This is an optimization exercise on Yosys and OpenROAD, whose aim is small area, a short achievable clock period and few clock cycles, not a production implementation. RTL that was checked went through simulation tests only; none was proved equivalent to the original. The RTL of runs 1 to 4 was laid out without a check of its function. Power is estimated from default activity; no workload was simulated.

$ cat design/flow/run.sh
#!/bin/bash
# synth_recipe.tcl (not shown) runs the flow's synth.tcl, then flattens the netlist and writes it again
# the make line also repeats each setting of config.mk as NAME=value (left out here)
make -C /OpenROAD-flow-scripts/flow DESIGN_CONFIG=/design/flow/config.mk WORK_HOME=/design/flow/orfs CLKGATE_MAP_FILE= SYNTH_SCRIPT=/design/flow/synth_recipe.tcl finish
$ cat design/flow/constraint.sdc
create_clock -name core_clock -period 7.0 [get_ports {clk}]
set_input_delay 1.4000 -clock core_clock [delete_from_list [all_inputs] [get_ports {clk}]]
set_output_delay 1.4000 -clock core_clock [all_outputs]
set_load 0.01 [all_outputs]
$ cat design/flow/design.v
`timescale 1ns/1ns
module chip8_cpu (
    input  logic        clk,
    input  logic        reset_i,
    output logic        mem_rd_valid_o,
    output logic [11:0] mem_rd_addr_o,
    input  logic        mem_rd_ready_i,
    input  logic [7:0]  mem_rd_data_i,
    output logic        mem_wr_valid_o,
    output logic [19:0] mem_wr_o,
    input  logic        mem_wr_ready_i
);
    logic [11:0] ra_q;
    logic        rv_q;
    logic [7:0]  hb_q;
    logic [11:1] st_q [0:15];
    logic [3:0]  sp_q;             
    logic        irv_q;
    logic [11:0] ir_q;
    logic [7:0]  ox_q, oy_q;       
    logic        d_wx, d_wf;       
    logic [2:0]  d_rs;             
    logic        d_addk, d_subx, d_suby;
    logic        d_skip, d_skne, d_skvy;
    logic        d_jv0, d_ldi, d_addi, d_bcd, d_blk;
    logic [7:0]  v_q [0:15];
    logic [11:0] i_q;
    logic        wv_q;
    logic [11:0] wa_q;
    logic [7:0]  wd_q;
    logic [11:0] na_q;
    logic        blk_q;            
    logic        pend_q;
    logic [3:0]  idx_q;
    logic [3:0]  last_q;
    logic [7:0]  bv_q;             
    logic [3:0]  x;
    logic [7:0]  kk;
    logic [11:0] nnn;
    assign x   = ir_q[11:8];
    assign kk  = ir_q[7:0];
    assign nnn = ir_q[11:0];
    logic [7:0] add_a, add_b;
    logic [9:0] add_s;
    assign add_a = d_subx ? ~ox_q : ox_q;
    assign add_b = d_addk ? kk : d_suby ? ~oy_q : oy_q;
    assign add_s = {1'b0, add_a, 1'b1} + {1'b0, add_b, d_subx || d_suby};
    logic [7:0] res;
    logic       flag;
    always_comb begin
        case (d_rs)
            3'd0:    res = kk;
            3'd1:    res = add_s[8:1];
            3'd2:    res = oy_q;
            3'd3:    res = ox_q | oy_q;
            3'd4:    res = ox_q & oy_q;
            3'd5:    res = ox_q ^ oy_q;
            3'd6:    res = {1'b0, ox_q[7:1]};
            default: res = {ox_q[6:0], 1'b0};
        endcase
        case (d_rs)
            3'd6:    flag = ox_q[0];
            3'd7:    flag = ox_q[7];
            default: flag = add_s[9];
        endcase
    end
    logic skip;
    assign skip = d_skip && ((ox_q == (d_skvy ? oy_q : kk)) ^ d_skne);
    logic d_store, hazard, e_hold, e_done, e_redir;
    logic [11:1] e_tgt;
    assign d_store = d_bcd || d_blk;
    assign hazard  = pend_q && blk_q &&
                     ((d_wx && (x >= idx_q) && (x <= last_q)) || (d_wf && (last_q == 4'hF)));
    assign e_hold  = (d_store && pend_q) || hazard;
    assign e_done  = irv_q && !e_hold;
    assign e_redir = e_done && (skip || d_jv0);
    always_comb begin
        if (d_skip) e_tgt = ra_q[11:1] + 11'd1;
        else        e_tgt = nnn[11:1] + {4'd0, v_q[0][7:1]} + {10'd0, nnn[0] & v_q[0][0]};
    end
    always_ff @(posedge clk) begin
        if (e_done) begin
            if (d_wx) v_q[x] <= res;
            if (d_wf) v_q[15] <= {7'd0, flag};
        end
    end
    always_ff @(posedge clk) begin
        if (reset_i)
            i_q <= 12'd0;
        else if (e_done) begin
            if (d_ldi)  i_q <= nnn;
            if (d_addi) i_q <= i_q + {4'd0, ox_q};
            if (d_blk)  i_q <= i_q + {8'd0, x} + 12'd1;
        end
    end
    logic [7:0] lb;
    logic [3:0] op, n;
    assign lb = mem_rd_data_i;
    assign op = hb_q[7:4];
    assign n  = lb[3:0];
    logic lo_call, lo_jump, lo_ret;
    logic [11:1] ra_inc;
    assign lo_call = (op == 4'h2);
    assign lo_jump = (op == 4'h1) || lo_call;
    assign lo_ret  = (hb_q == 8'h00) && (lb == 8'hEE);
    assign ra_inc  = ra_q[11:1] + 11'd1;
    logic lo_ok, lo_fire, hi_fire, lo_take;
    assign lo_ok   = !irv_q || (!d_wx && !d_wf && !(d_store && pend_q));
    assign hi_fire = mem_rd_ready_i && !ra_q[0];
    assign lo_fire = mem_rd_ready_i && ra_q[0] && lo_ok;
    assign lo_take = lo_fire && !e_redir;
    logic       n_wx, n_wf, n_addk, n_subx, n_suby, n_skip, n_skne, n_skvy;
    logic       n_jv0, n_ldi, n_addi, n_bcd, n_blk;
    logic [2:0] n_rs;
    always_comb begin
        n_wx   = 1'b0;
        n_wf   = 1'b0;
        n_rs   = 3'd1;
        n_addk = (op == 4'h7);
        n_subx = (op == 4'h8) && (n == 4'h7);
        n_suby = (op == 4'h8) && (n == 4'h5);
        n_skip = (op == 4'h3) || (op == 4'h4) ||
                 (((op == 4'h5) || (op == 4'h9)) && (n == 4'h0));
        n_skne = (op == 4'h4) || (op == 4'h9);
        n_skvy = (op == 4'h5) || (op == 4'h9);
        n_jv0  = (op == 4'hB);
        n_ldi  = (op == 4'hA);
        n_addi = (op == 4'hF) && (lb == 8'h1E);
        n_bcd  = (op == 4'hF) && (lb == 8'h33);
        n_blk  = (op == 4'hF) && (lb == 8'h55);
        case (op)
            4'h6: begin n_wx = 1'b1; n_rs = 3'd0; end
            4'h7: begin n_wx = 1'b1; n_rs = 3'd1; end
            4'h8: begin
                n_wx = 1'b1;
                case (n)
                    4'h0: n_rs = 3'd2;
                    4'h1: n_rs = 3'd3;
                    4'h2: n_rs = 3'd4;
                    4'h3: n_rs = 3'd5;
                    4'h4, 4'h5, 4'h7: begin n_rs = 3'd1; n_wf = 1'b1; end
                    4'h6: begin n_rs = 3'd6; n_wf = 1'b1; end
                    4'hE: begin n_rs = 3'd7; n_wf = 1'b1; end
                    default: n_wx = 1'b0;
                endcase
            end
            default: ;
        endcase
    end
    always_ff @(posedge clk) begin
        if (reset_i) begin
            ra_q  <= 12'h200;
            rv_q  <= 1'b0;
            irv_q <= 1'b0;
        end else begin
            rv_q <= 1'b1;
            if (e_redir)
                ra_q <= {e_tgt, 1'b0};
            else if (hi_fire)
                ra_q[0] <= 1'b1;
            else if (lo_fire) begin
                if (lo_jump)
                    ra_q <= {hb_q[3:0], lb[7:1], 1'b0};
                else if (lo_ret)
                    ra_q <= {st_q[sp_q], 1'b0};
                else
                    ra_q <= {ra_inc, 1'b0};
            end
            if (e_redir)
                irv_q <= 1'b0;
            else if (lo_fire)
                irv_q <= 1'b1;
            else if (e_done)
                irv_q <= 1'b0;
        end
    end
    always_ff @(posedge clk) begin
        if (hi_fire)
            hb_q <= lb;
        if (lo_fire) begin
            ir_q   <= {hb_q[3:0], lb};
            ox_q   <= v_q[hb_q[3:0]];
            oy_q   <= v_q[lb[7:4]];
            d_wx   <= n_wx;
            d_wf   <= n_wf;
            d_rs   <= n_rs;
            d_addk <= n_addk;
            d_subx <= n_subx;
            d_suby <= n_suby;
            d_skip <= n_skip;
            d_skne <= n_skne;
            d_skvy <= n_skvy;
            d_jv0  <= n_jv0;
            d_ldi  <= n_ldi;
            d_addi <= n_addi;
            d_bcd  <= n_bcd;
            d_blk  <= n_blk;
        end
    end
    always_ff @(posedge clk) begin
        if (lo_take && lo_call)
            st_q[sp_q + 4'd1] <= ra_inc;
    end
    always_ff @(posedge clk) begin
        if (reset_i)
            sp_q <= 4'hF;
        else if (lo_take && lo_call)
            sp_q <= sp_q + 4'd1;
        else if (lo_take && lo_ret)
            sp_q <= sp_q - 4'd1;
    end
    logic [7:0] hund, bhund, tens, ones, gbyte;
    assign hund  = (ox_q >= 8'd200) ? 8'd2 : (ox_q >= 8'd100) ? 8'd1 : 8'd0;
    assign bhund = (bv_q >= 8'd200) ? 8'd2 : (bv_q >= 8'd100) ? 8'd1 : 8'd0;
    assign tens  = (bv_q / 8'd10) % 8'd10;
    assign ones  = bv_q % 8'd10;
    assign gbyte = blk_q ? v_q[idx_q] : (idx_q[1] ? ones : idx_q[0] ? tens : bhund);
    logic w_fire, out_free, issue;
    assign w_fire   = wv_q && mem_wr_ready_i;
    assign out_free = !wv_q || mem_wr_ready_i;
    assign issue    = e_done && d_store;
    always_ff @(posedge clk) begin
        if (reset_i) begin
            wv_q   <= 1'b0;
            pend_q <= 1'b0;
        end else if (issue) begin
            if (out_free) begin
                wv_q   <= 1'b1;
                pend_q <= d_bcd || (x != 4'h0);
            end else begin
                pend_q <= 1'b1;
            end
        end else if (pend_q && out_free) begin
            wv_q   <= 1'b1;
            pend_q <= (idx_q != last_q);
        end else if (w_fire) begin
            wv_q <= 1'b0;
        end
    end
    always_ff @(posedge clk) begin
        if (issue) begin
            blk_q  <= d_blk;
            last_q <= d_bcd ? 4'd2 : x;
            bv_q   <= ox_q;
            if (out_free) begin
                wa_q  <= i_q;
                wd_q  <= d_bcd ? hund : v_q[0];
                na_q  <= i_q + 12'd1;
                idx_q <= 4'd1;
            end else begin
                na_q  <= i_q;
                idx_q <= 4'd0;
            end
        end else if (pend_q && out_free) begin
            wa_q  <= na_q;
            wd_q  <= gbyte;
            na_q  <= na_q + 12'd1;
            idx_q <= idx_q + 4'd1;
        end
    end
    assign mem_rd_valid_o = rv_q;
    assign mem_rd_addr_o  = ra_q;
    assign mem_wr_valid_o = wv_q;
    assign mem_wr_o       = {wa_q, wd_q};
endmodule
$ cat design/flow/config.mk
export PLATFORM = sky130hd
export DESIGN_NAME = chip8_cpu
export DESIGN_NICKNAME = chip8_cpu
export VERILOG_FILES = /design/flow/design.v
export SDC_FILE = /design/flow/constraint.sdc
export NUM_CORES = 4
export LEC_CHECK = 0
export ABC_AREA = 1
export CAP_MARGIN = 20
export CORE_MARGIN = 2
export CORE_UTILIZATION = 40
export PLACE_DENSITY = 0.6
export SETUP_SLACK_MARGIN = 4.0
export SLEW_MARGIN = 20
==> flow_metrics.py, run 1 <==
metrics = {
    "drt": {
        "drt_wirelength_um": 81670,
        "drt-vias-per-instance": 5.952,
        "detail_route.iter0.violations": 2351,
        "final_antenna_net_count": 0,
        "drt_pass1_iterations": 6,
        "drc": 0,
        "detail_route.wl_per_cell_um": 23.93,
        "vias": 20307,
    },
    "setup_path": {
        "critPathCaptureType": "register",
        "timing.rr.end": "v_q[0][5]",
        "critPathMaxFanout": 8,
        "reg2reg_setup_slack_ns": 3.57,
        "setup.worst_path.class": "register to register",
        "critPathLaunchType": "register",
        "worstPathArrival_ns": 3.77,
        "rr_startpoint": "d_suby",
        "cp_data_required_time_ns": 7.34,
        "rr_worst_depth": 19,
    },
    "power_and_ir_drop": {
        "fin_total_pwr_mw": 6.620,
        "irDropWorstVdd_uv": 189.1,
        "cellLeakagePower_nw": 11.07,
        "p_per_area_nw_per_um2": 224.4,
    },
    "placed_design": {
        "gp_routability_congestion": 0.9893,
        "worst_slack_placed_ns": 2.073,
        "place.detailed.hpwl_um": 52610,
        "numPortBuffers": 45,
    },
    "cts": {
        "worstSkewPairLatency_ns": 0.63,
        "cts_root_buffer": "sky130_fd_sc_hd__clkbuf_16",
        "cts-hold-fix-buffers": 0,
        "cts_buffer_depth": 3,
        "clock-sinks": 441,
        "cts_tree": "done",
        "reg_clk_slew_reported_paths_ns": 0.06,
        "cts_made_buffers": 48,
        "htree_levels": 2,
    },
    "global_route": {
        "grt_overflow_total": 0,
        "grt_max_degree": 89,
        "initial_antenna_violation_count": 0,
        "grt.total_usage_pct": 25.99,
        "grt_pass1_vias": 18874,
        "grt_first_pass_wirelength_um": 119000,
    },
    "final_layout": {
        "filler_cell_count": 5183,
        "num-nets-final": 2680,
        "area_growth_syn_to_layout_pct": 25.06,
        "post_route_cells_drive_above_1_share_pct": 18.83,
        "multi_input_comb_area_um2": 10440,
        "regArea_um2": 12830,
        "antenna-diode-count": 0,
    },
    "floorplanning": {
        "ioPinCount": 46,
        "die_height_um": 246.8,
        "die_area_um2": 60920,
        "core_region_area_um2": 58690,
        "initial_utilization_pct": 40.19,
        "die_w_um": 246.8,
        "fp-row-count": 89,
    },
    "sta": {
        "fin_tns_setup_ns": 0,
        "finalSetupViolCount": 0,
        "timing.max_slew.rel_slack_pct": 31.84,
        "max_freq_mhz": 291.9,
        "min_period_over_period_pct": 48.94,
        "worstMarginPinSlew_ns": 1.015,
        "grt_setup_unrepaired": "yes",
        "final_period_minus_worst_setup_slack_ns": 3.425,
        "fin_worst_skew_ns": 0.03757,
        "timing_hold_violations_final": 0,
        "report.final.slew_viol_count": 0,
        "final_worst_slack_ns": 3.575,
    },
    "hold_path": {
        "min_path_type": "register to register",
        "timing.hold.worst.start": "v_q[15][5]",
        "worstHoldPathCells": 2,
        "whs_endpoint": "v_q[15][5]",
    },
    "synthesis": {
        "ys_ff_latch": 441,
        "cell_with_the_most_instances_after_synthesis": "sky130_fd_sc_hd__edfxtp_1",
        "yosysTopAreaCellShare_pct": 50.68,
        "number_of_enable_type_register_cells_in_the_synthesized_netlist": 398,
        "post_synth_num_cell_types": 57,
        "ys_top_cells_by_area": "sky130_fd_sc_hd__edfxtp_1, sky130_fd_sc_hd__o21ai_0, sky130_fd_sc_hd__nand2_1, sky130_fd_sc_hd__inv_1, sky130_fd_sc_hd__nor2_1",
        "avgSynthCellArea_um2": 9.713,
        "synth.cells.most_frequent": "sky130_fd_sc_hd__edfxtp_1, sky130_fd_sc_hd__o21ai_0, sky130_fd_sc_hd__nand2_1, sky130_fd_sc_hd__inv_1, sky130_fd_sc_hd__nor2_1",
        "netlist.top_cell.by_area": "sky130_fd_sc_hd__edfxtp_1",
        "yosysWarnings": 1,
        "synthArstFlopShare_pct": 0,
        "postSynthCellCount": 2428,
        "synthesized_nets": 2509,
        "sequential_cell_area_fraction_in_the_yosys_report_pct": 54.33,
        "netlist_area_um2": 23580,
        "postSynth.topFlopCell": "sky130_fd_sc_hd__edfxtp_1",
    },
    "run_status": {
        "run_status": "timing/DRC/antenna clean",
    },
    "job": {
        "timing.max_cap.violations": 0,
    },
}
[kinds of logic (layout without fill, tap and decap cells)]
kind of cell	after synthesis	in the layout	share of synthesized area (%)
and+or+nand+nor	719	719	13.20
AOI/OAI and AO/OA	708	709	18.31
DFF	441	441	54.33
buffers and inverters	381	591	6.096
xor gates and xnor gates	80	80	2.971
adders and majority gates	69	69	3.820
muxes	30	30	1.273
[power breakdown]
part	internal, mW	switching (mW)	total, mW
Sequential	2.96	0.0663	3.02
Clock	1.53	1.13	2.67
Combinational	0.334	0.598	0.932
[layer usage]
layer / vias up / routed length, um / track usage (%)
li1: 9111 / - / -
met1: 9849 / 33920 / 36.59
met2: 1136 / 35550 / 39.06
met3: 211 / 9169 / 6.143
met4: 0 / 3028 / 9.213
met5: - / 0 / 0
[what timing repair did]
action | 4_1_cts | 5_1_grt
gates cloned | 10 | 5
gates resized for setup | 166 | 152
hold endpoints to repair | 0 | 0
pin swaps | 67 | 92
setup endpoints to repair | 520 | 459
setup buffers | 103 | 37
[layout make-up]
| cell class | instances | area share (%) |
|---|---|---|
| multi-input cells | 1607 | 35.41 |
| clock inverters | 35 | 1.375 |
| repair inverters | 8 | 0.1697 |
| inverters | 268 | 3.602 |
| flip-flops and latches | 441 | 43.49 |
| repair buffers | 225 | 8.417 |
| clock buffers | 55 | 4.264 |
| well taps | 773 | 3.279 |
[worst max-delay path, cell delays in order, from the launching register on]
cell,delay (ns)
sky130_fd_sc_hd__edfxtp_1,0.50
sky130_fd_sc_hd__buf_6,0.17
sky130_fd_sc_hd__xnor2_2,0.15
sky130_fd_sc_hd__a21oi_2,0.07
sky130_fd_sc_hd__ha_1,0.31
sky130_fd_sc_hd__a21oi_2,0.16
sky130_fd_sc_hd__o31ai_2,0.07
sky130_fd_sc_hd__inv_1,0.08
sky130_fd_sc_hd__nor2_2,0.05
sky130_fd_sc_hd__nor2_1,0.09
sky130_fd_sc_hd__o21bai_1,0.09
sky130_fd_sc_hd__buf_4,0.14
sky130_fd_sc_hd__buf_6,0.10
sky130_fd_sc_hd__buf_6,0.10
sky130_fd_sc_hd__buf_6,0.11
sky130_fd_sc_hd__nor2_4,0.09
sky130_fd_sc_hd__o22ai_2,0.08
sky130_fd_sc_hd__a2111oi_4,0.36
sky130_fd_sc_hd__o21ai_4,0.19
sky130_fd_sc_hd__clkbuf_16,0.22
[state kept, by name, summed over array words and instances (netlist names), 12 cells and up, named ones only]
| register | count |
|---|---|
| st_q | 176 |
| v_q | 128 |
| i_q | 12 |
| ir_q | 12 |
| na_q | 12 |
| ra_q | 12 |
| wa_q | 12 |
[metrics by stage]
stage / area [um2] / hold slack, ns / cells / util [%]
3_3_place_gp: 25010 / 0.4944 / 3167 / 42.61
6_report: 29490 / 0.5067 / 3412 / 50.26
3_5_place_dp: 25010 / 0.5074 / 3167 / 42.62
4_1_cts: 28480 / 0.5168 / 3370 / 48.52
2_1_floorplan: 23750 / 0.4244 / 2428 / -
5_1_grt: 29490 / 0.5327 / 3412 / 50.26
[how the worst max path moves through the flow]
stage	start	to	slack, ns	depth (start not counted)
2_1_floorplan	mem_rd_ready_i	ra_q[1]	3.55	7
3_3_place_gp	mem_rd_data_i[5]	ra_q[2]	2.21	14
3_5_place_dp	mem_rd_data_i[5]	ra_q[10]	2.07	14
4_1_cts	oy_q[1]	v_q[9][7]	3.72	20
5_1_grt	oy_q[1]	st_q[10][3]	3.42	21
6_report	d_suby	v_q[0][5]	3.57	19
[placed cells by master (no fill, tap or decap), drive strengths merged, types with 23 or more instances in the layout]
master         Yosys  routed
inv              262     262
buf               14     177
nand3            115     115
o22ai             62      62
xor2              58      58
o21ai            300     300
nand2            309     309
clkbuf            99      59
a21oi            130     131
clkinv             6      27
a221oi            23      23
clkdlybuf4s50      0      31
o221ai            46      46
mux2i             30      30
edfxtp           398     398
nor3              25      25
nor2             240     240
ha                64      64
o211ai            63      63
dfxtp             43      43
==> run 2, diff against run 1 <==
--- a/design/flow/config.mk
+++ b/design/flow/config.mk
@@ -10,5 +10,5 @@
 export CORE_MARGIN = 2
 export CORE_UTILIZATION = 40
 export PLACE_DENSITY = 0.6
-export SETUP_SLACK_MARGIN = 4.0
+export SETUP_SLACK_MARGIN = 3.3
 export SLEW_MARGIN = 20
==> run 2 against run 1 <==
  * Global-route usage down 0.87 points
  * Still clean
  * Clock skew grew 0.0093 ns
  * Largest cell class unchanged
  * Combinational power decreased by 18%
  * Register-to-register slack got worse by 0.37 ns
  * Non-clock buffer count fell by 90
  * Critical endpoint is now v_q[14][5]
  * Flip-flop and latch count stayed put
  * Final area decreased by 7.1%
==> flow_metrics.py, run 2 <==
metrics = {
    "setup_path": {
        "cp_top_family": "simple AND/OR/NAND/NOR gates",
        "critPathMaxFanout": 10,
        "rr_startpoint": "ir_q[8]",
        "critical_path_buf_inv_count": 2,
        "worstPathArrival_ns": 4.00,
        "crit_path_cell_chain": "clkinv_4 -> ha_1 -> inv_1 -> a21oi_1 -> o21a_1 -> o21a_1 -> o21ai_0 -> o22ai_1 -> a31oi_1 -> nand2_2 -> nor2_1 -> nand3_1 -> nor2_1",
        "timing.rr.end": "v_q[14][5]",
        "cp_slowest_stage_delay_ns": 0.91,
        "critPathCaptureType": "register",
        "rr_worst_depth": 13,
        "cp_data_required_time_ns": 7.21,
        "cp-startpoint": "ir_q[8]",
        "critPathLaunchType": "register",
        "slowest_stage": "sky130_fd_sc_hd__nor2_1",
        "setup.worst_path.class": "register to register",
        "reg2reg_setup_slack_ns": 3.21,
    },
    "power_and_ir_drop": {
        "internal-power_mw": 4.679,
        "power.share.clock_pct": 40.6,
        "p_per_area_nw_per_um2": 232.7,
        "total_switching_power_mw": 1.699,
        "cellLeakagePower_nw": 10.32,
        "swShare_pct": 26.64,
        "combinationalPowerShare_pct": 12.0,
        "power.sequential.fraction_pct": 47.4,
        "irDropWorstVdd_uv": 187.6,
    },
    "job": {
        "timing.max_cap.violations": 0,
    },
    "sta": {
        "min_period_over_period_pct": 54.19,
        "final_period_minus_worst_setup_slack_ns": 3.794,
        "fin_tns_setup_ns": 0,
        "timing.max_slew.rel_slack_pct": 20.52,
        "report.final.slew_viol_count": 0,
        "worstMarginPinSlew_ns": 1.192,
        "timing_hold_violations_final": 0,
        "fin_worst_skew_ns": 0.04683,
        "finalSetupViolCount": 0,
        "grt_setup_unrepaired": "yes",
        "max_freq_mhz": 263.6,
        "finalHoldWorstSlack_ns": 0.5301,
    },
    "floorplanning": {
        "die_w_um": 246.8,
        "die_height_um": 246.8,
        "ioPinCount": 46,
        "core_region_area_um2": 58690,
        "fp-row-count": 89,
        "die_area_um2": 60920,
        "initial_utilization_pct": 40.19,
    },
    "drt": {
        "vias": 19639,
        "detail_route.iter0.violations": 2248,
        "top_layer": "met5",
        "met3_wirelength_um": 7060,
        "drt_wirelength_um": 77720,
        "wl_met1_um": 33400,
        "final_antenna_net_count": 0,
        "met2RoutedLength_um": 34490,
        "drt_pass1_iterations": 6,
        "drt-vias-per-instance": 5.922,
        "drc": 0,
        "detail_route.wl_per_cell_um": 23.44,
    },
    "run_status": {
        "run_status": "timing/DRC/antenna clean",
    },
    "final_layout": {
        "leading_cell_type_in_the_layout_fill_and_taps_excluded": "sky130_fd_sc_hd__edfxtp_1",
        "regArea_um2": 12820,
        "post_route_cells_drive_above_1_share_pct": 10.74,
        "area_growth_syn_to_layout_pct": 16.21,
        "largest_register_ff_count": 176,
        "multi_input_comb_area_um2": 9615,
        "filler_cell_count": 5405,
        "num-nets-final": 2586,
        "final_cell_count_no_fill": 3316,
        "reg_top3": "st_q (176), v_q (128)",
        "leading_cell_types_in_the_layout_fill_and_taps_excluded": "sky130_fd_sc_hd__edfxtp_1, sky130_fd_sc_hd__o21ai_0, sky130_fd_sc_hd__nand2_1, sky130_fd_sc_hd__inv_1, sky130_fd_sc_hd__nor2_1",
        "largest_register": "st_q",
    },
    "cts": {
        "clock-sinks": 441,
        "cts-hold-fix-buffers": 0,
        "cts_buffer_depth": 3,
        "worstSkewPairLatency_ns": 0.62,
        "htree_levels": 2,
        "cts_tree": "done",
        "reg_clk_slew_reported_paths_ns": 0.07,
        "cts_root_buffer": "sky130_fd_sc_hd__clkbuf_16",
        "cts_made_buffers": 49,
    },
    "synthesis": {
        "yosysTopAreaCellShare_pct": 50.68,
        "netlist.top_cell.by_area": "sky130_fd_sc_hd__edfxtp_1",
        "synthArstFlopShare_pct": 0,
        "ys_top_cells_by_area": "sky130_fd_sc_hd__edfxtp_1, sky130_fd_sc_hd__o21ai_0, sky130_fd_sc_hd__nand2_1, sky130_fd_sc_hd__inv_1, sky130_fd_sc_hd__nor2_1",
        "cell_with_the_most_instances_after_synthesis": "sky130_fd_sc_hd__edfxtp_1",
        "number_of_enable_type_register_cells_in_the_synthesized_netlist": 398,
        "synthesized_nets": 2509,
        "sequential_cell_area_fraction_in_the_yosys_report_pct": 54.33,
        "netlist_area_um2": 23580,
        "yosysWarnings": 1,
        "postSynthCellCount": 2428,
        "post_synth_num_cell_types": 57,
        "synth.cells.most_frequent": "sky130_fd_sc_hd__edfxtp_1, sky130_fd_sc_hd__o21ai_0, sky130_fd_sc_hd__nand2_1, sky130_fd_sc_hd__inv_1, sky130_fd_sc_hd__nor2_1",
        "postSynth.topFlopCell": "sky130_fd_sc_hd__edfxtp_1",
        "ys_ff_latch": 441,
        "avgSynthCellArea_um2": 9.713,
    },
    "global_route": {
        "grt_max_degree": 90,
        "grt.total_usage_pct": 25.12,
        "grt_overflow_total": 0,
        "grt_first_pass_wirelength_um": 115500,
        "grt_pass1_vias": 18732,
        "initial_antenna_violation_count": 1,
    },
    "hold_path": {
        "timing.hold.worst.start": "v_q[15][5]",
        "worstHoldPathCells": 2,
        "min_path_type": "register to register",
        "whs_endpoint": "v_q[15][5]",
    },
    "placed_design": {
        "place.detailed.hpwl_um": 53200,
        "numPortBuffers": 45,
        "gp_routability_congestion": 0.9530,
        "place_inst": 3169,
    },
}
[run 2: cell counts after synthesis]
No cell type changed its count.
[run 2: cells by family after synthesis]
family	share of synthesized area [%]
AND/OR/NAND/NOR	13.20
AO/OA/AOI/OAI	18.31
flip-flops	54.33
buffers and inverters	6.096
XOR/XNOR	2.971
adder cells (fa/ha/maj)	3.820
multiplexers	1.273
[run 2: through the flow]
stage                     utilization [%]  power [mW]  setup WS [ns]  instance area (um2)
after global routing                46.70       6.594          3.013                27400
after global placement              42.39       3.782          2.414                24880
final                               46.70       6.379          3.206                27410
after floorplan                         -       3.509          3.238                23600
after detailed placement            42.40       3.792          2.209                24880
after CTS                           46.20       6.370          3.300                27110
[run 2: area by class of cell]
class / count / share of cell area, %
flip-flops and latches: 441 / 46.77
multi-input cells: 1606 / 35.08
clock buffers: 63 / 4.890
repair buffers: 135 / 4.862
inverters: 268 / 3.780
well taps: 773 / 3.529
clock inverters: 25 / 0.9953
repair inverters: 4 / 0.08218
diodes: 1 / 0.009131
[run 2: routing by layer]
layer / GRT usage, % / vias up
li1: - / 8889
met1: 35.40 / 9548
met4: 9.391 / 2
met3: 4.613 / 184
met2: 38.51 / 1016
met5: 0 / -
[run 2: how the worst max path moves through the flow]
stage	cells after the start	endpoint	slack [ns]
2_1_floorplan	18	st_q[10][0]	3.24
3_3_place_gp	16	st_q[0][1]	2.41
3_5_place_dp	16	st_q[0][6]	2.21
4_1_cts	7	oy_q[7]	3.30
5_1_grt	13	v_q[6][6]	3.01
6_report	13	v_q[14][5]	3.21
[run 2: tightest hold or removal path, delay by kind of cell, from the launching register on]
kind | cells | cell delay [ns]
DFF | 1 | 0.33
AOI/OAI and AO/OA | 1 | 0.08
buffers and inverters | 1 | 0.07
[run 2: power groups by stage]
| stage | Combinational (mW) | Sequential, mW | Clock [mW] |
|---|---|---|---|
| 2_1_floorplan | 0.455 | 3.05 | 0 |
| 3_3_place_gp | 0.699 | 3.08 | 0 |
| 3_5_place_dp | 0.709 | 3.08 | 0 |
| 4_1_cts | 0.733 | 3.02 | 2.61 |
| 5_1_grt | 0.833 | 3.03 | 2.73 |
| 6_report | 0.766 | 3.02 | 2.59 |
[run 2: repair_timing]
item	in CTS	in global routing
hold endpoints to repair	0	0
resized for setup	50	33
setup buffers	31	23
gates cloned	3	1
endpoints found under the setup margin	409	399
pin swaps	17	2
==> run 3, diff against run 2 <==
--- a/design/flow/design.v
+++ b/design/flow/design.v
@@ -28,12 +28,13 @@
     logic        wv_q;
     logic [11:0] wa_q;
     logic [7:0]  wd_q;
-    logic [11:0] na_q;
+    logic [11:0] na_q;             
     logic        blk_q;            
     logic        pend_q;
     logic [3:0]  idx_q;
     logic [3:0]  last_q;
     logic [7:0]  bv_q;             
+    logic [11:1] ra_inc;
     logic [3:0]  x;
     logic [7:0]  kk;
     logic [11:0] nnn;
@@ -75,7 +76,7 @@
     assign e_done  = irv_q && !e_hold;
     assign e_redir = e_done && (skip || d_jv0);
     always_comb begin
-        if (d_skip) e_tgt = ra_q[11:1] + 11'd1;
+        if (d_skip) e_tgt = ra_inc;
         else        e_tgt = nnn[11:1] + {4'd0, v_q[0][7:1]} + {10'd0, nnn[0] & v_q[0][0]};
     end
     always_ff @(posedge clk) begin
@@ -84,13 +85,14 @@
             if (d_wf) v_q[15] <= {7'd0, flag};
         end
     end
+    logic [12:0] i_sum;
+    assign i_sum = {i_q, 1'b1} + {4'd0, d_blk ? {4'd0, x} : ox_q, d_blk};
     always_ff @(posedge clk) begin
         if (reset_i)
             i_q <= 12'd0;
         else if (e_done) begin
-            if (d_ldi)  i_q <= nnn;
-            if (d_addi) i_q <= i_q + {4'd0, ox_q};
-            if (d_blk)  i_q <= i_q + {8'd0, x} + 12'd1;
+            if (d_ldi)            i_q <= nnn;
+            if (d_addi || d_blk)  i_q <= i_sum[12:1];
         end
     end
     logic [7:0] lb;
@@ -99,7 +101,6 @@
     assign op = hb_q[7:4];
     assign n  = lb[3:0];
     logic lo_call, lo_jump, lo_ret;
-    logic [11:1] ra_inc;
     assign lo_call = (op == 4'h2);
     assign lo_jump = (op == 4'h1) || lo_call;
     assign lo_ret  = (hb_q == 8'h00) && (lb == 8'hEE);
@@ -109,6 +110,10 @@
     assign hi_fire = mem_rd_ready_i && !ra_q[0];
     assign lo_fire = mem_rd_ready_i && ra_q[0] && lo_ok;
     assign lo_take = lo_fire && !e_redir;
+    logic       port_fetch;
+    logic [7:0] port;
+    assign port_fetch = ra_q[0] && lo_ok && ((op == 4'h5) || (op == 4'h8) || (op == 4'h9));
+    assign port       = v_q[port_fetch ? lb[7:4] : idx_q];
     logic       n_wx, n_wf, n_addk, n_subx, n_suby, n_skip, n_skne, n_skvy;
     logic       n_jv0, n_ldi, n_addi, n_bcd, n_blk;
     logic [2:0] n_rs;
@@ -180,7 +185,7 @@
         if (lo_fire) begin
             ir_q   <= {hb_q[3:0], lb};
             ox_q   <= v_q[hb_q[3:0]];
-            oy_q   <= v_q[lb[7:4]];
+            oy_q   <= port;
             d_wx   <= n_wx;
             d_wf   <= n_wf;
             d_rs   <= n_rs;
@@ -214,11 +219,12 @@
     assign bhund = (bv_q >= 8'd200) ? 8'd2 : (bv_q >= 8'd100) ? 8'd1 : 8'd0;
     assign tens  = (bv_q / 8'd10) % 8'd10;
     assign ones  = bv_q % 8'd10;
-    assign gbyte = blk_q ? v_q[idx_q] : (idx_q[1] ? ones : idx_q[0] ? tens : bhund);
-    logic w_fire, out_free, issue;
+    assign gbyte = blk_q ? port : (idx_q[1] ? ones : idx_q[0] ? tens : bhund);
+    logic w_fire, out_free, issue, gen_go;
     assign w_fire   = wv_q && mem_wr_ready_i;
     assign out_free = !wv_q || mem_wr_ready_i;
     assign issue    = e_done && d_store;
+    assign gen_go   = pend_q && out_free && !(blk_q && port_fetch);
     always_ff @(posedge clk) begin
         if (reset_i) begin
             wv_q   <= 1'b0;
@@ -230,7 +236,7 @@
             end else begin
                 pend_q <= 1'b1;
             end
-        end else if (pend_q && out_free) begin
+        end else if (gen_go) begin
             wv_q   <= 1'b1;
             pend_q <= (idx_q != last_q);
         end else if (w_fire) begin
@@ -245,16 +251,14 @@
             if (out_free) begin
                 wa_q  <= i_q;
                 wd_q  <= d_bcd ? hund : v_q[0];
-                na_q  <= i_q + 12'd1;
                 idx_q <= 4'd1;
             end else begin
                 na_q  <= i_q;
                 idx_q <= 4'd0;
             end
-        end else if (pend_q && out_free) begin
-            wa_q  <= na_q;
+        end else if (gen_go) begin
+            wa_q  <= (idx_q == 4'd0) ? na_q : wa_q + 12'd1;
             wd_q  <= gbyte;
-            na_q  <= na_q + 12'd1;
             idx_q <= idx_q + 4'd1;
         end
     end
--- a/design/flow/config.mk
+++ b/design/flow/config.mk
@@ -10,5 +10,5 @@
 export CORE_MARGIN = 2
 export CORE_UTILIZATION = 40
 export PLACE_DENSITY = 0.6
-export SETUP_SLACK_MARGIN = 3.3
+export SETUP_SLACK_MARGIN = 4.0
 export SLEW_MARGIN = 20
==> run 3 against run 2 <==
  * First-iteration DRC count down 13%
  * Fmax up 12%
  * Setup slack better by 0.40 ns
  * Clock power down 2%
==> flow_metrics.py, run 3 <==
metrics = {
    "placed_design": {
        "numPortBuffers": 45,
        "postPlaceCellArea_um2": 24130,
        "place.detailed.hpwl_um": 46340,
        "gp_routability_congestion": 0.9037,
    },
    "drt": {
        "final_antenna_net_count": 0,
        "drt-vias-per-instance": 5.793,
        "drt_pass1_iterations": 7,
        "detail_route.wl_per_cell_um": 23.05,
        "vias": 18990,
        "drc": 0,
        "drt_wirelength_um": 75550,
        "detail_route.iter0.violations": 1961,
    },
    "synthesis": {
        "number_of_enable_type_register_cells_in_the_synthesized_netlist": 398,
        "postSynth.topFlopCell": "sky130_fd_sc_hd__edfxtp_1",
        "postSynthCellCount": 2261,
        "sequential_cell_area_fraction_in_the_yosys_report_pct": 56.75,
        "yosysWarnings": 1,
        "synthArstFlopShare_pct": 0,
        "ys_ff_latch": 441,
        "yosysTopAreaCellShare_pct": 52.93,
        "synthesized_nets": 2337,
        "post_synth_num_cell_types": 59,
        "synth.cells.most_frequent": "sky130_fd_sc_hd__edfxtp_1, sky130_fd_sc_hd__nor2_1, sky130_fd_sc_hd__o21ai_0, sky130_fd_sc_hd__nand2_1, sky130_fd_sc_hd__inv_1",
        "ys_top_cells_by_area": "sky130_fd_sc_hd__edfxtp_1, sky130_fd_sc_hd__o21ai_0, sky130_fd_sc_hd__nor2_1, sky130_fd_sc_hd__nand2_1, sky130_fd_sc_hd__dfxtp_1",
        "avgSynthCellArea_um2": 9.986,
        "cell_with_the_most_instances_after_synthesis": "sky130_fd_sc_hd__edfxtp_1",
        "netlist_area_um2": 22580,
        "netlist.top_cell.by_area": "sky130_fd_sc_hd__edfxtp_1",
    },
    "setup_path": {
        "timing.rr.end": "v_q[3][7]",
        "critPathCaptureType": "register",
        "crit_path_cell_chain": "xnor2_2 -> a21oi_2 -> buf_4 -> fa_2 -> inv_2 -> o31ai_4 -> inv_2 -> nor2_4 -> nor2_1 -> o21bai_1 -> inv_1 -> nor2_2 -> nor2_1 -> inv_1 -> a21oi_2 -> or2_4 -> nand3_2 -> o21ai_2 -> a21oi_2 -> o211ai_1 -> buf_4 -> buf_8",
        "cp_data_required_time_ns": 7.33,
        "slowest_stage": "sky130_fd_sc_hd__edfxtp_1",
        "rr_startpoint": "d_suby",
        "worstPathArrival_ns": 3.73,
        "reg2reg_setup_slack_ns": 3.60,
        "critPathLaunchType": "register",
        "critPathMaxFanout": 8,
        "cp_slowest_stage_delay_ns": 0.52,
        "crit_top_cell": "sky130_fd_sc_hd__a21oi_2",
        "rr_worst_depth": 22,
        "setup.worst_path.class": "register to register",
    },
    "sta": {
        "fin_worst_skew_ns": 0.03899,
        "fin_tns_setup_ns": 0,
        "final_period_minus_worst_setup_slack_ns": 3.395,
        "report.final.slew_viol_count": 0,
        "max_freq_mhz": 294.5,
        "min_period_over_period_pct": 48.50,
        "finalSetupViolCount": 0,
        "worstMarginPinSlew_ns": 1.167,
        "timing_hold_violations_final": 0,
        "grt_setup_unrepaired": "yes",
        "timing.max_slew.rel_slack_pct": 21.91,
    },
    "global_route": {
        "initial_antenna_violation_count": 1,
        "grt.total_usage_pct": 24.41,
        "grt_first_pass_wirelength_um": 109700,
        "grt_overflow_total": 0,
        "grt_pass1_vias": 17677,
        "grt_max_degree": 89,
    },
    "cts": {
        "cts-hold-fix-buffers": 0,
        "cts_buffer_depth": 3,
        "worstSkewPairLatency_ns": 0.60,
        "cts_root_buffer": "sky130_fd_sc_hd__clkbuf_16",
        "cts_made_buffers": 48,
        "reg_clk_slew_reported_paths_ns": 0.06,
        "htree_levels": 2,
        "clock-sinks": 441,
        "cts_tree": "done",
    },
    "power_and_ir_drop": {
        "irDropWorstVdd_uv": 169.3,
        "cellLeakagePower_nw": 11.01,
        "p_per_area_nw_per_um2": 224.2,
    },
    "hold_path": {
        "min_path_type": "register to register",
        "whs_endpoint": "na_q[4]",
        "timing.hold.worst.start": "i_q[4]",
        "worstHoldPathCells": 0,
    },
    "floorplanning": {
        "die_area_um2": 58360,
        "ioPinCount": 46,
        "core_region_area_um2": 56060,
        "initial_utilization_pct": 40.27,
        "die_w_um": 241.6,
        "die_height_um": 241.6,
        "fp-row-count": 87,
    },
    "final_layout": {
        "reg_top3": "st_q (176), v_q (128)",
        "postLayoutCellArea_um2": 29270,
        "num-nets-final": 2560,
        "leading_cell_types_in_the_layout_fill_and_taps_excluded": "sky130_fd_sc_hd__edfxtp_1, sky130_fd_sc_hd__nor2_1, sky130_fd_sc_hd__o21ai_0, sky130_fd_sc_hd__nand2_1, sky130_fd_sc_hd__inv_1",
        "area_growth_syn_to_layout_pct": 29.66,
        "antenna-diode-count": 0,
        "leading_cell_type_in_the_layout_fill_and_taps_excluded": "sky130_fd_sc_hd__edfxtp_1",
        "post_route_cells_drive_above_1_share_pct": 23.87,
        "largest_register_ff_count": 176,
        "largest_register": "st_q",
    },
    "run_status": {
        "run_status": "timing/DRC/antenna clean",
    },
    "job": {
        "timing.max_cap.violations": 0,
    },
}
run 3: worst max-delay path by stage:
| stage | start | to | depth (start not counted) |
|---|---|---|---|
| after floorplan | mem_rd_ready_i | st_q[10][0] | 8 |
| after global placement | mem_rd_data_i[6] | wd_q[4] | 8 |
| after detailed placement | mem_rd_data_i[6] | wd_q[4] | 8 |
| after CTS | bv_q[5] | wd_q[2] | 22 |
| after global routing | bv_q[6] | wd_q[5] | 30 |
| final | d_suby | v_q[3][7] | 22 |
run 3: layout make-up:
type                       instances  area (um2)
tap                              756       945.9
timing repair buffer             269        2856
multi-input combinational       1497       10110
inverter                         226       963.4
clock buffer                      58        1249
fill                            4781       26790
timing repair inverter             1       8.758
sequential                       441       12830
clock inverter                    30       312.8
run 3: logic make-up after synthesis:
family	synth area share, %
and+or+nand+nor	14.13
adders and majority gates	3.680
AOI/OAI and AO/OA	16.15
DFF	56.75
xor gates and xnor gates	2.405
muxes	1.419
buffers and inverters	5.470
run 3: metal layers:
layer  part of all wire [%]  track usage, %  up-vias
li1                       -               -     8559
met1                     42           34.98     9326
met2                     45           37.60      918
met3                    8.7           3.907      183
met4                    3.8           8.495        4
met5                   0.13               0        -
run 3: timing repair:
action                     in CTS  in global routing
setup endpoints to repair     480                387
gates cloned                    5                  7
pin swaps                      81                122
resized for setup             213                224
setup buffers                 119                 65
run 3: per-stage QoR:
step / setup WS [ns] / power, mW / util [%] / hold slack, ns / instances
6_report: 3.605 / 6.563 / 52.22 / 0.4826 / 3278
5_1_grt: 3.410 / 6.769 / 52.22 / 0.4983 / 3278
4_1_cts: 3.689 / 6.428 / 49.43 / 0.4724 / 3206
3_5_place_dp: 2.028 / 3.789 / 43.05 / 0.4606 / 2994
3_3_place_gp: 2.142 / 3.775 / 43.05 / 0.4602 / 2994
2_1_floorplan: 3.649 / 3.520 / - / 0.4244 / 2261
run 3: power by group:
part           leakage (nW)  switching, mW  total (mW)  internal, mW
Combinational          6.25          0.637        1.00         0.364
Clock                 0.764           1.06        2.55          1.49
Sequential             3.99         0.0570        3.01          2.96
Total                  11.0           1.75        6.56          4.81
run 3: critical path, delay by kind of cell, from the launching register on:
| kind | cells | cell delay (ns) |
|---|---|---|
| AO/OA/AOI/OAI | 7 | 0.84 |
| XOR/XNOR | 1 | 0.19 |
| adder cells (fa/ha/maj) | 1 | 0.20 |
| buffers and inverters | 7 | 0.76 |
| flip-flops | 1 | 0.52 |
| AND/OR/NAND/NOR | 6 | 0.62 |
==> run 4, diff against run 3 <==
--- a/design/flow/config.mk
+++ b/design/flow/config.mk
@@ -10,5 +10,5 @@
 export CORE_MARGIN = 2
 export CORE_UTILIZATION = 40
 export PLACE_DENSITY = 0.6
-export SETUP_SLACK_MARGIN = 4.0
+export SETUP_SLACK_MARGIN = 4.4
 export SLEW_MARGIN = 20
==> run 4 against run 3 <==
  * Still clean on timing, DRC and antenna
  * Setup slack better by 0.036 ns
  * Worst hold slack worse by 0.0069 ns
  * Critical path depth up 3
  * Critical endpoint is now wd_q[6]
  * Largest power group unchanged
  * Highest routed layer unchanged
==> flow_metrics.py, run 4 <==
metrics = {
    "run_status": {
        "run_status": "timing/DRC/antenna clean",
    },
    "setup_path": {
        "slowest_stage": "sky130_fd_sc_hd__edfxtp_1",
        "rr_startpoint": "bv_q[6]",
        "worstPathArrival_ns": 3.68,
        "cp_data_required_time_ns": 7.33,
        "critical_path_buf_inv_count": 4,
        "setup.worst_path.class": "register to register",
        "critPathCaptureType": "register",
        "crit_top_cell": "sky130_fd_sc_hd__nand2_4",
        "timing.rr.end": "wd_q[6]",
        "cp_slowest_stage_delay_ns": 0.51,
        "cp_top_family": "simple AND/OR/NAND/NOR gates",
        "reg2reg_setup_slack_ns": 3.64,
        "critPathMaxFanout": 5,
        "rr_worst_depth": 25,
        "critPathLaunchType": "register",
    },
    "synthesis": {
        "number_of_enable_type_register_cells_in_the_synthesized_netlist": 398,
        "yosysTopAreaCellShare_pct": 52.93,
        "post_synth_num_cell_types": 59,
        "synthesized_nets": 2337,
        "synthArstFlopShare_pct": 0,
        "sequential_cell_area_fraction_in_the_yosys_report_pct": 56.75,
        "synth.cells.most_frequent": "sky130_fd_sc_hd__edfxtp_1, sky130_fd_sc_hd__nor2_1, sky130_fd_sc_hd__o21ai_0, sky130_fd_sc_hd__nand2_1, sky130_fd_sc_hd__inv_1",
        "avgSynthCellArea_um2": 9.986,
        "cell_with_the_most_instances_after_synthesis": "sky130_fd_sc_hd__edfxtp_1",
        "ys_top_cells_by_area": "sky130_fd_sc_hd__edfxtp_1, sky130_fd_sc_hd__o21ai_0, sky130_fd_sc_hd__nor2_1, sky130_fd_sc_hd__nand2_1, sky130_fd_sc_hd__dfxtp_1",
        "netlist.top_cell.by_area": "sky130_fd_sc_hd__edfxtp_1",
        "postSynth.topFlopCell": "sky130_fd_sc_hd__edfxtp_1",
        "yosysWarnings": 1,
        "netlist_area_um2": 22580,
        "postSynthCellCount": 2261,
        "ys_ff_latch": 441,
    },
    "placed_design": {
        "place.detailed.hpwl_um": 47270,
        "gp_routability_congestion": 0.9875,
        "place_inst": 2987,
        "numPortBuffers": 45,
    },
    "cts": {
        "reg_clk_slew_reported_paths_ns": 0.06,
        "clock-sinks": 441,
        "cts_made_buffers": 46,
        "cts_tree": "done",
        "worstSkewPairLatency_ns": 0.59,
        "htree_levels": 2,
        "cts_buffer_depth": 3,
        "cts_root_buffer": "sky130_fd_sc_hd__clkbuf_16",
    },
    "drt": {
        "drc": 0,
        "detail_route.wl_per_cell_um": 23.10,
        "vias": 19125,
        "detail_route.iter0.violations": 1971,
        "final_antenna_net_count": 0,
        "drt-vias-per-instance": 5.668,
        "drt_wirelength_um": 77960,
        "drt_pass1_iterations": 6,
    },
    "sta": {
        "final_period_minus_worst_setup_slack_ns": 3.359,
        "report.final.slew_viol_count": 0,
        "min_period_over_period_pct": 47.99,
        "timing.max_slew.rel_slack_pct": 39.18,
        "grt_setup_unrepaired": "yes",
        "fin_worst_skew_ns": 0.02432,
        "finalHoldWorstSlack_ns": 0.4757,
        "fin_tns_setup_ns": 0,
        "finalSetupViolCount": 0,
        "max_freq_mhz": 297.7,
        "timing_hold_violations_final": 0,
        "worstMarginPinSlew_ns": 0.9113,
    },
    "global_route": {
        "grt_max_degree": 89,
        "grt_first_pass_wirelength_um": 114500,
        "grt.total_usage_pct": 25.71,
        "grt_overflow_total": 0,
        "grt_pass1_vias": 18187,
        "initial_antenna_violation_count": 1,
    },
    "floorplanning": {
        "die_w_um": 241.6,
        "fp-row-count": 87,
        "die_area_um2": 58360,
        "ioPinCount": 46,
        "core_region_area_um2": 56060,
        "initial_utilization_pct": 40.27,
        "die_height_um": 241.6,
    },
    "hold_path": {
        "whs_endpoint": "na_q[4]",
        "min_path_type": "register to register",
        "worstHoldPathCells": 0,
        "timing.hold.worst.start": "i_q[4]",
    },
    "final_layout": {
        "antenna-diode-count": 0,
        "largest_register_ff_count": 176,
        "final_cell_count_no_fill": 3374,
        "leading_cell_type_in_the_layout_fill_and_taps_excluded": "sky130_fd_sc_hd__edfxtp_1",
        "leading_cell_types_in_the_layout_fill_and_taps_excluded": "sky130_fd_sc_hd__edfxtp_1, sky130_fd_sc_hd__nor2_1, sky130_fd_sc_hd__nand2_1, sky130_fd_sc_hd__o21ai_0, sky130_fd_sc_hd__buf_4",
        "num-nets-final": 2657,
        "largest_register": "st_q",
        "post_route_cells_drive_above_1_share_pct": 30.56,
        "final_core_util_pct": 54.46,
        "area_growth_syn_to_layout_pct": 35.23,
        "reg_top3": "st_q (176), v_q (128)",
    },
    "power_and_ir_drop": {
        "irDropWorstVdd_uv": 167.6,
        "fin_total_pwr_mw": 6.606,
        "p_per_area_nw_per_um2": 216.3,
        "cellLeakagePower_nw": 11.55,
    },
    "job": {
        "timing.max_cap.violations": 0,
    },
}
## run 4: through the flow
step,worst slack [ns],cell area [um2]
after floorplan,3.649,23230
after global placement,2.411,24320
after detailed placement,2.298,24320
after CTS,3.757,29000
after global routing,3.460,30530
final,3.641,30530
## run 4: routing by layer
layer,wire length (um),global-route usage [%]
met5,10,0
met4,3930,12.39
met3,6275,4.129
met2,34900,38.89
met1,32840,36.06
## run 4: logic make-up after synthesis
logic type	synth area share, %
muxes	1.419
adders and majority gates	3.680
buffers and inverters	5.470
and+or+nand+nor	14.13
AOI/OAI and AO/OA	16.15
DFF	56.75
xor gates and xnor gates	2.405
## run 4: worst max-delay path by stage
stage	start	to	depth (start not counted)
after floorplan	mem_rd_ready_i	st_q[10][0]	8
after global placement	mem_rd_data_i[5]	wd_q[5]	12
after detailed placement	mem_rd_data_i[5]	wd_q[6]	10
after CTS	bv_q[5]	wd_q[5]	29
after global routing	bv_q[6]	wd_q[6]	27
final	bv_q[6]	wd_q[6]	25
## run 4: area by class of cell
type                            count  area, um2
Timing Repair inverter              7      68.82
Tap cell                          756      945.9
Clock buffer                       68       1338
Timing Repair Buffer              356       3652
Clock inverter                     17      185.2
Fill cell                        4682      25530
Sequential cell                   441      12860
Multi-Input combinational cell   1503      10480
Inverter                          226       1006
## run 4: worst reg2reg max path, cell delays in order (launching register included)
cell and delay, ns:
sky130_fd_sc_hd__edfxtp_1 0.51, sky130_fd_sc_hd__o21ai_4 0.24, sky130_fd_sc_hd__nand2_4 0.11, sky130_fd_sc_hd__o211ai_1 0.13
sky130_fd_sc_hd__inv_2 0.07, sky130_fd_sc_hd__a21oi_4 0.17, sky130_fd_sc_hd__nand2_4 0.09, sky130_fd_sc_hd__nand2_4 0.11
sky130_fd_sc_hd__nand2_2 0.06, sky130_fd_sc_hd__nand2_2 0.08, sky130_fd_sc_hd__inv_4 0.05, sky130_fd_sc_hd__nand2_4 0.09
sky130_fd_sc_hd__nand2_4 0.07, sky130_fd_sc_hd__nand2_4 0.07, sky130_fd_sc_hd__nand2_4 0.06, sky130_fd_sc_hd__clkinv_4 0.06
sky130_fd_sc_hd__nand2_4 0.05, sky130_fd_sc_hd__nand3_4 0.10, sky130_fd_sc_hd__nand3_4 0.09, sky130_fd_sc_hd__nand2_4 0.11
sky130_fd_sc_hd__buf_4 0.13, sky130_fd_sc_hd__nand2_4 0.05, sky130_fd_sc_hd__nand2_4 0.10, sky130_fd_sc_hd__nand2_2 0.07
sky130_fd_sc_hd__a31oi_1 0.31, sky130_fd_sc_hd__o22ai_1 0.11
## run 4: power by group
group          total, mW  internal (mW)  switching (mW)
clock network       2.49           1.47            1.02
registers           3.02           2.96          0.0601
logic               1.10          0.425           0.675
total               6.61           4.85            1.76
## run 4: timing repair
action / in CTS / in global routing
hold buffers: 0 / 0
endpoints found under the hold margin: 0 / 0
endpoints found under the setup margin: 591 / 538
gates cloned: 19 / 1
pin swaps: 111 / 102
setup buffers: 198 / 84
gates resized for setup: 465 / 214
==> run 5, diff against run 4 <==
--- a/design/flow/design.v
+++ b/design/flow/design.v
@@ -105,11 +105,10 @@
     assign lo_jump = (op == 4'h1) || lo_call;
     assign lo_ret  = (hb_q == 8'h00) && (lb == 8'hEE);
     assign ra_inc  = ra_q[11:1] + 11'd1;
-    logic lo_ok, lo_fire, hi_fire, lo_take;
+    logic lo_ok, lo_fire, hi_fire;
     assign lo_ok   = !irv_q || (!d_wx && !d_wf && !(d_store && pend_q));
     assign hi_fire = mem_rd_ready_i && !ra_q[0];
     assign lo_fire = mem_rd_ready_i && ra_q[0] && lo_ok;
-    assign lo_take = lo_fire && !e_redir;
     logic       port_fetch;
     logic [7:0] port;
     assign port_fetch = ra_q[0] && lo_ok && ((op == 4'h5) || (op == 4'h8) || (op == 4'h9));
@@ -171,9 +170,7 @@
                 else
                     ra_q <= {ra_inc, 1'b0};
             end
-            if (e_redir)
-                irv_q <= 1'b0;
-            else if (lo_fire)
+            if (lo_fire)
                 irv_q <= 1'b1;
             else if (e_done)
                 irv_q <= 1'b0;
@@ -203,15 +200,15 @@
         end
     end
     always_ff @(posedge clk) begin
-        if (lo_take && lo_call)
+        if (lo_fire && lo_call)
             st_q[sp_q + 4'd1] <= ra_inc;
     end
     always_ff @(posedge clk) begin
         if (reset_i)
             sp_q <= 4'hF;
-        else if (lo_take && lo_call)
+        else if (lo_fire && lo_call)
             sp_q <= sp_q + 4'd1;
-        else if (lo_take && lo_ret)
+        else if (lo_fire && lo_ret)
             sp_q <= sp_q - 4'd1;
     end
     logic [7:0] hund, bhund, tens, ones, gbyte;
--- a/design/flow/config.mk
+++ b/design/flow/config.mk
@@ -9,6 +9,8 @@
 export CAP_MARGIN = 20
 export CORE_MARGIN = 2
 export CORE_UTILIZATION = 40
+export CTS_BUF_LIST = sky130_fd_sc_hd__clkbuf_8
+export CTS_CLUSTER_SIZE = 30
 export PLACE_DENSITY = 0.6
-export SETUP_SLACK_MARGIN = 4.4
+export SETUP_SLACK_MARGIN = 4.0
 export SLEW_MARGIN = 20
==> run 5 against run 4 <==
  * Still clean on timing, DRC and antenna
  * Register-to-register slack got worse by 0.03 ns
  * Wire length fell by 6.2%
  * Sequential power hardly changed
  * Clock skew rose by 0.020 ns
  * Die area decreased by 0.22%
  * Synthesized cell count decreased by 0.22%
  * Area after synthesis is 0.22% lower
  * Fmax fell by 1.0%
  * Setup slack got worse by 0.034 ns
  * Non-clock buffer count is 110 lower
  * Largest cell class unchanged
==> flow_metrics.py, run 5 <==
metrics = {
    "synthesis": {
        "ys_ff_latch": 441,
        "avgSynthCellArea_um2": 9.986,
        "synth-simple-area-share_pct": 13.46,
        "synthesized_nets": 2332,
        "sequential_cell_area_fraction_in_the_yosys_report_pct": 56.87,
        "main_combinational_cell_family_by_area_after_synthesis": "compound AO/OA/AOI/OAI gates",
        "netlist_area_um2": 22530,
        "synth.cells.most_frequent": "sky130_fd_sc_hd__edfxtp_1, sky130_fd_sc_hd__nor2_1, sky130_fd_sc_hd__o21ai_0, sky130_fd_sc_hd__nand2_1, sky130_fd_sc_hd__inv_1",
        "cell_with_the_most_instances_after_synthesis": "sky130_fd_sc_hd__edfxtp_1",
        "post_synth_fa_ha_maj_area_fraction_pct": 3.688,
        "synth_compound_area_share_pct": 16.40,
        "synthArstFlopShare_pct": 0,
        "post_synth_num_cell_types": 55,
        "postSynthCellCount": 2256,
        "netlist.top_cell.by_area": "sky130_fd_sc_hd__edfxtp_1",
        "synth_xor_xnor_area_share_pct": 2.449,
        "postSynth.topFlopCell": "sky130_fd_sc_hd__edfxtp_1",
        "synthMuxAreaShare_pct": 1.688,
        "ys_top_cells_by_area": "sky130_fd_sc_hd__edfxtp_1, sky130_fd_sc_hd__o21ai_0, sky130_fd_sc_hd__nor2_1, sky130_fd_sc_hd__nand2_1, sky130_fd_sc_hd__dfxtp_1",
        "number_of_enable_type_register_cells_in_the_synthesized_netlist": 398,
        "yosysWarnings": 1,
        "yosysTopAreaCellShare_pct": 53.05,
    },
    "cts": {
        "cts_tree": "done",
        "cts_root_buffer": "sky130_fd_sc_hd__clkbuf_8",
        "clock-sinks": 441,
        "cts_made_buffers": 75,
        "cts_buffer_depth": 3,
        "htree_levels": 3,
        "reg_clk_slew_reported_paths_ns": 0.06,
        "worstSkewPairLatency_ns": 0.69,
    },
    "global_route": {
        "grt_overflow_total": 0,
        "grt_pass1_vias": 17458,
        "grt_first_pass_wirelength_um": 105000,
        "grt_max_degree": 73,
        "grt.total_usage_pct": 23.86,
        "initial_antenna_violation_count": 4,
    },
    "sta": {
        "timing_hold_violations_final": 0,
        "fin_worst_skew_ns": 0.04386,
        "final_period_minus_worst_setup_slack_ns": 3.393,
        "fin_tns_setup_ns": 0,
        "min_period_over_period_pct": 48.47,
        "grt_setup_unrepaired": "yes",
        "report.final.slew_viol_count": 0,
        "worstMarginPinSlew_ns": 0.9099,
        "finalSetupViolCount": 0,
        "max_freq_mhz": 294.7,
        "timing.max_slew.rel_slack_pct": 39.15,
    },
    "power_and_ir_drop": {
        "irDropWorstVdd_uv": 108.2,
        "cellLeakagePower_nw": 10.89,
        "p_per_area_nw_per_um2": 219.9,
    },
    "final_layout": {
        "leading_cell_type_in_the_layout_fill_and_taps_excluded": "sky130_fd_sc_hd__edfxtp_1",
        "area_growth_syn_to_layout_pct": 25.14,
        "largest_register": "st_q",
        "reg_top3": "st_q (176), v_q (128)",
        "largest_register_ff_count": 176,
        "final_cell_count_no_fill": 3295,
        "post_route_cells_drive_above_1_share_pct": 22.56,
        "leading_cell_types_in_the_layout_fill_and_taps_excluded": "sky130_fd_sc_hd__edfxtp_1, sky130_fd_sc_hd__nor2_1, sky130_fd_sc_hd__o21ai_0, sky130_fd_sc_hd__nand2_1, sky130_fd_sc_hd__inv_1",
        "num-nets-final": 2558,
    },
    "floorplanning": {
        "die_w_um": 241.3,
        "die_area_um2": 58230,
        "initial_utilization_pct": 40.65,
        "fp-row-count": 86,
        "core_region_area_um2": 55420,
        "ioPinCount": 46,
        "die_height_um": 241.3,
    },
    "drt": {
        "drt_wirelength_um": 73090,
        "detail_route.wl_per_cell_um": 22.18,
        "vias": 18917,
        "detail_route.iter0.violations": 2241,
        "drc": 0,
        "final_antenna_net_count": 0,
        "drt_pass1_iterations": 6,
        "drt-vias-per-instance": 5.741,
    },
    "placed_design": {
        "numPortBuffers": 45,
        "gp_routability_congestion": 0.9312,
        "place_inst": 2986,
        "place.detailed.hpwl_um": 45410,
    },
    "job": {
        "timing.max_cap.violations": 0,
    },
    "setup_path": {
        "critPathCaptureType": "register",
        "worstPathArrival_ns": 3.83,
        "cp_top_family": "simple AND/OR/NAND/NOR gates",
        "cp_slowest_stage_delay_ns": 0.48,
        "setup.worst_path.class": "register to register",
        "cp_data_required_time_ns": 7.44,
        "critical_path_buf_inv_count": 4,
        "critPathMaxFanout": 5,
        "critPathLaunchType": "register",
        "slowest_stage": "sky130_fd_sc_hd__edfxtp_1",
    },
    "hold_path": {
        "min_path_type": "register to register",
    },
    "run_status": {
        "run_status": "timing/DRC/antenna clean",
    },
}
==> run 5: area by class of cell <==
class | count | area [um2]
sequential | 441 | 12830
fill | 4934 | 27220
timing repair buffer | 246 | 2325
clock buffer | 80 | 1101
timing repair inverter | 5 | 52.55
antenna | 3 | 7.507
tap | 748 | 935.9
clock inverter | 59 | 319.1
multi-input combinational | 1491 | 9722
inverter | 222 | 895.9
==> run 5: per-stage QoR <==
step / worst slack [ns] / total power [mW] / util (%) / cell area, um2 / hold slack, ns
finish: 3.607 / 6.200 / 50.87 / 28190 / 0.4727
global route: 3.409 / 6.421 / 50.86 / 28190 / 0.4791
global placement: 1.728 / 3.743 / 43.08 / 23870 / 0.4597
detailed placement: 1.709 / 3.758 / 43.12 / 23900 / 0.4571
floorplan: 4.023 / 3.499 / - / 22580 / 0.4244
CTS: 3.719 / 6.073 / 48.26 / 26750 / 0.4703
==> run 5: timing repair <==
item	CTS	global route
setup endpoints to repair	380	343
gates cloned	4	10
pin swaps	44	83
resized for setup	226	193
hold buffers	0	0
setup buffers	91	62
==> run 5: where the power goes <==
group	leakage, nW	total, mW	switching [mW]	internal, mW
Clock	0.835	2.23	1.12	1.11
Combinational	6.04	0.953	0.603	0.350
Sequential	4.02	3.02	0.0615	2.96
Total	10.9	6.20	1.78	4.42
==> run 5: cell families (layout without fill, tap and decap cells) <==
| group | Yosys count | in the layout |
|---|---|---|
| XOR/XNOR | 63 | 63 |
| AO/OA/AOI/OAI | 616 | 616 |
| adder cells (fa/ha/maj) | 64 | 64 |
| buffers and inverters | 324 | 612 |
| multiplexers | 38 | 38 |
| flip-flops | 441 | 441 |
| AND/OR/NAND/NOR | 710 | 710 |
| other | 0 | 3 |
==> run 5: path summary, 6_finish.rpt <==
check | startpoint | endpoint | slack [ns] | cells after the start
setup / recovery | bv_q[5] | wd_q[5] | 3.61 | 27
hold / removal | i_q[4] | na_q[4] | 0.47 | 0
setup reg to reg | bv_q[5] | wd_q[5] | 3.61 | 27
hold reg to reg | i_q[4] | na_q[4] | 0.47 | 0
==> run 5: metal layers <==
layer	share of wire, %	track usage (%)	vias up	wire [um]
met4	3.7	8.829	2	2671
met2	45	36.35	1000	32590
met3	9.6	4.205	199	7007
met1	42	34.09	9162	30810
met5	0.015	0	-	11
li1	-	-	8554	-
Testbench counts of run 5, summed over its fixed seeds: cycles 56,560.
==> run 6, diff against run 5 <==
--- a/design/flow/config.mk
+++ b/design/flow/config.mk
@@ -9,8 +9,6 @@
 export CAP_MARGIN = 20
 export CORE_MARGIN = 2
 export CORE_UTILIZATION = 40
-export CTS_BUF_LIST = sky130_fd_sc_hd__clkbuf_8
-export CTS_CLUSTER_SIZE = 30
 export PLACE_DENSITY = 0.6
 export SETUP_SLACK_MARGIN = 4.0
 export SLEW_MARGIN = 20
==> run 6 against run 5 <==
  * Clock power grew 17%
  * Setup slack gained 0.013 ns
  * Flip-flop and latch count is the same
  * Synthesized cell count is the same
  * Power grew 6.2%
  * First-iteration DRC count shrank 16%
  * Still clean
  * Sequential power is essentially flat
  * Highest routed layer unchanged
  * Area after synthesis is the same
  * Combinational power grew 1%
==> flow_metrics.py, run 6 <==
metrics = {
    "floorplanning": {
        "ioPinCount": 46,
        "fp-row-count": 86,
        "die_area_um2": 58230,
        "die_w_um": 241.3,
        "initial_utilization_pct": 40.65,
    },
    "placed_design": {
        "gp_routability_congestion": 0.9312,
        "place.detailed.hpwl_um": 45410,
    },
    "sta": {
        "report.final.slew_viol_count": 0,
        "timing.max_slew.rel_slack_pct": 39.07,
        "worstMarginPinSlew_ns": 0.9125,
        "min_period_over_period_pct": 48.28,
        "grt_setup_unrepaired": "yes",
        "finalSetupViolCount": 0,
        "fin_worst_skew_ns": 0.04669,
        "fin_tns_setup_ns": 0,
        "finalHoldWorstSlack_ns": 0.4712,
        "final_period_minus_worst_setup_slack_ns": 3.380,
        "timing_hold_violations_final": 0,
    },
    "final_layout": {
        "largest_register": "st_q",
        "area_growth_syn_to_layout_pct": 25.74,
        "num-nets-final": 2522,
        "final_core_util_pct": 51.12,
        "leading_cell_types_in_the_layout_fill_and_taps_excluded": "sky130_fd_sc_hd__edfxtp_1, sky130_fd_sc_hd__o21ai_0, sky130_fd_sc_hd__nor2_1, sky130_fd_sc_hd__nand2_1, sky130_fd_sc_hd__inv_1",
        "final_cell_count_no_fill": 3234,
        "filler_cell_count": 4831,
    },
    "synthesis": {
        "yosysTopAreaCellShare_pct": 53.05,
        "cell_with_the_most_instances_after_synthesis": "sky130_fd_sc_hd__edfxtp_1",
        "postSynthCellCount": 2256,
        "avgSynthCellArea_um2": 9.986,
        "post_synth_num_cell_types": 55,
        "netlist_area_um2": 22530,
        "yosysWarnings": 1,
        "ys_ff_latch": 441,
        "synthArstFlopShare_pct": 0,
        "sequential_cell_area_fraction_in_the_yosys_report_pct": 56.87,
        "number_of_enable_type_register_cells_in_the_synthesized_netlist": 398,
        "postSynth.topFlopCell": "sky130_fd_sc_hd__edfxtp_1",
    },
    "global_route": {
        "met3_track_demand_over_resource_in_global_routing_pct": 3.874,
        "grt_first_pass_wirelength_um": 104200,
        "gr-max-usage-layer": "met2",
        "grt_max_degree": 73,
        "grt.total_usage_pct": 23.52,
        "grt_pass1_vias": 17133,
        "grt_util_met1_pct": 34.19,
    },
    "cts": {
        "cts_root_buffer": "sky130_fd_sc_hd__clkbuf_16",
        "worstSkewPairLatency_ns": 0.61,
        "reg_clk_slew_reported_paths_ns": 0.06,
        "cts-hold-fix-buffers": 0,
        "cts_made_buffers": 48,
        "htree_levels": 2,
        "clock-sinks": 441,
        "cts_buffer_depth": 3,
        "cts_tree": "done",
    },
    "setup_path": {
        "crit_top_cell": "sky130_fd_sc_hd__nand2_2",
        "slowest_stage": "sky130_fd_sc_hd__edfxtp_1",
        "critPathCaptureType": "register",
        "setup.worst_path.class": "register to register",
        "reg2reg_setup_slack_ns": 3.62,
        "cp_slowest_stage_delay_ns": 0.52,
        "worstPathArrival_ns": 3.74,
        "cp_data_required_time_ns": 7.37,
        "critPathMaxFanout": 5,
    },
    "power_and_ir_drop": {
        "p_per_area_nw_per_um2": 232.5,
        "irDropWorstVdd_uv": 206.1,
    },
    "drt": {
        "drt-vias-per-instance": 5.740,
        "vias": 18564,
        "detail_route.wl_per_cell_um": 22.19,
        "drc": 0,
        "final_antenna_net_count": 0,
    },
    "job": {
        "timing.max_cap.violations": 0,
    },
    "run_status": {
        "run_status": "timing/DRC/antenna clean",
    },
}
[run 6: cell count changes in the layout (fill, tap and decap cells not counted), moves of 8 or more]
| cell | delta |
|---|---|
| sky130_fd_sc_hd__dlygate4sd2_1 | -26 |
| sky130_fd_sc_hd__clkbuf_16 | +47 |
| sky130_fd_sc_hd__inv_1 | -25 |
| sky130_fd_sc_hd__buf_4 | -8 |
| sky130_fd_sc_hd__clkbuf_8 | -77 |
| sky130_fd_sc_hd__clkbuf_1 | +8 |
| sky130_fd_sc_hd__clkdlybuf4s50_1 | +17 |
[run 6: cell families (layout without fill, tap and decap cells)]
family | Yosys count | after routing | synth area share [%]
multiplexers | 38 | 38 | 1.688
flip-flops | 441 | 441 | 56.87
buffers and inverters | 324 | 552 | 5.443
AND/OR/NAND/NOR | 710 | 711 | 13.46
XOR/XNOR | 63 | 63 | 2.449
adder cells (fa/ha/maj) | 64 | 64 | 3.688
AO/OA/AOI/OAI | 616 | 616 | 16.40
other | 0 | 1 | 0
[run 6: path summary, 6_finish.rpt]
path              startpoint       to  depth (start not counted)
setup / recovery     bv_q[6]  wd_q[5]                         25
setup reg to reg     bv_q[6]  wd_q[5]                         25
hold reg to reg       i_q[4]  na_q[4]                          0
hold / removal        i_q[4]  na_q[4]                          0
[run 6: final cells by class]
class	count	area (um2)	share of cell area, %
Inverter	222	890.9	3.145
Timing Repair Buffer	237	2306	8.141
Antenna cell	1	2.502	0.008834
Timing Repair inverter	4	45.04	0.1590
Multi-Input combinational cell	1492	9689	34.21
Clock inverter	30	351.6	1.241
Clock buffer	59	1272	4.492
Tap cell	748	935.9	3.304
Sequential cell	441	12830	45.30
[run 6: layer usage]
layer  wire length, um  part of all wire, %  vias to the layer above
li1                  -                    -                     8452
met1             30810                   43                     8988
met2             31940                   45                      950
met3              6403                  8.9                      172
met4              2594                  3.6                        2
met5                11                0.015                        -
[run 6: per-stage QoR]
stage	area, um2	worst slack (ns)
6_report	28330	3.620
5_1_grt	28330	3.435
4_1_cts	27000	3.705
3_5_place_dp	23900	1.709
3_3_place_gp	23870	1.728
2_1_floorplan	22580	4.023
[run 6: what timing repair did]
| item | CTS | global route |
|---|---|---|
| pin swaps | 55 | 77 |
| buffers inserted | 79 | 67 |
| gates resized for setup | 217 | 181 |
| gates cloned | 4 | 8 |
| endpoints found under the setup margin | 390 | 371 |
[run 6: power by group]
part / internal, mW / leakage, nW / total [mW] / switching [mW]
registers: 2.96 / 4.02 / 3.02 / 0.0620
clock network: 1.53 / 0.791 / 2.60 / 1.08
logic: 0.364 / 6.06 / 0.965 / 0.601
total: 4.85 / 10.9 / 6.59 / 1.74

Check on run 6: ideal ports give 3.620 ns setup slack; a clkbuf_16 on the clock port and buf_2 on the inputs give 3.620 ns; moving port delays by the midpoint clock arrival (0.649 ns) as well gives 3.153 ns.
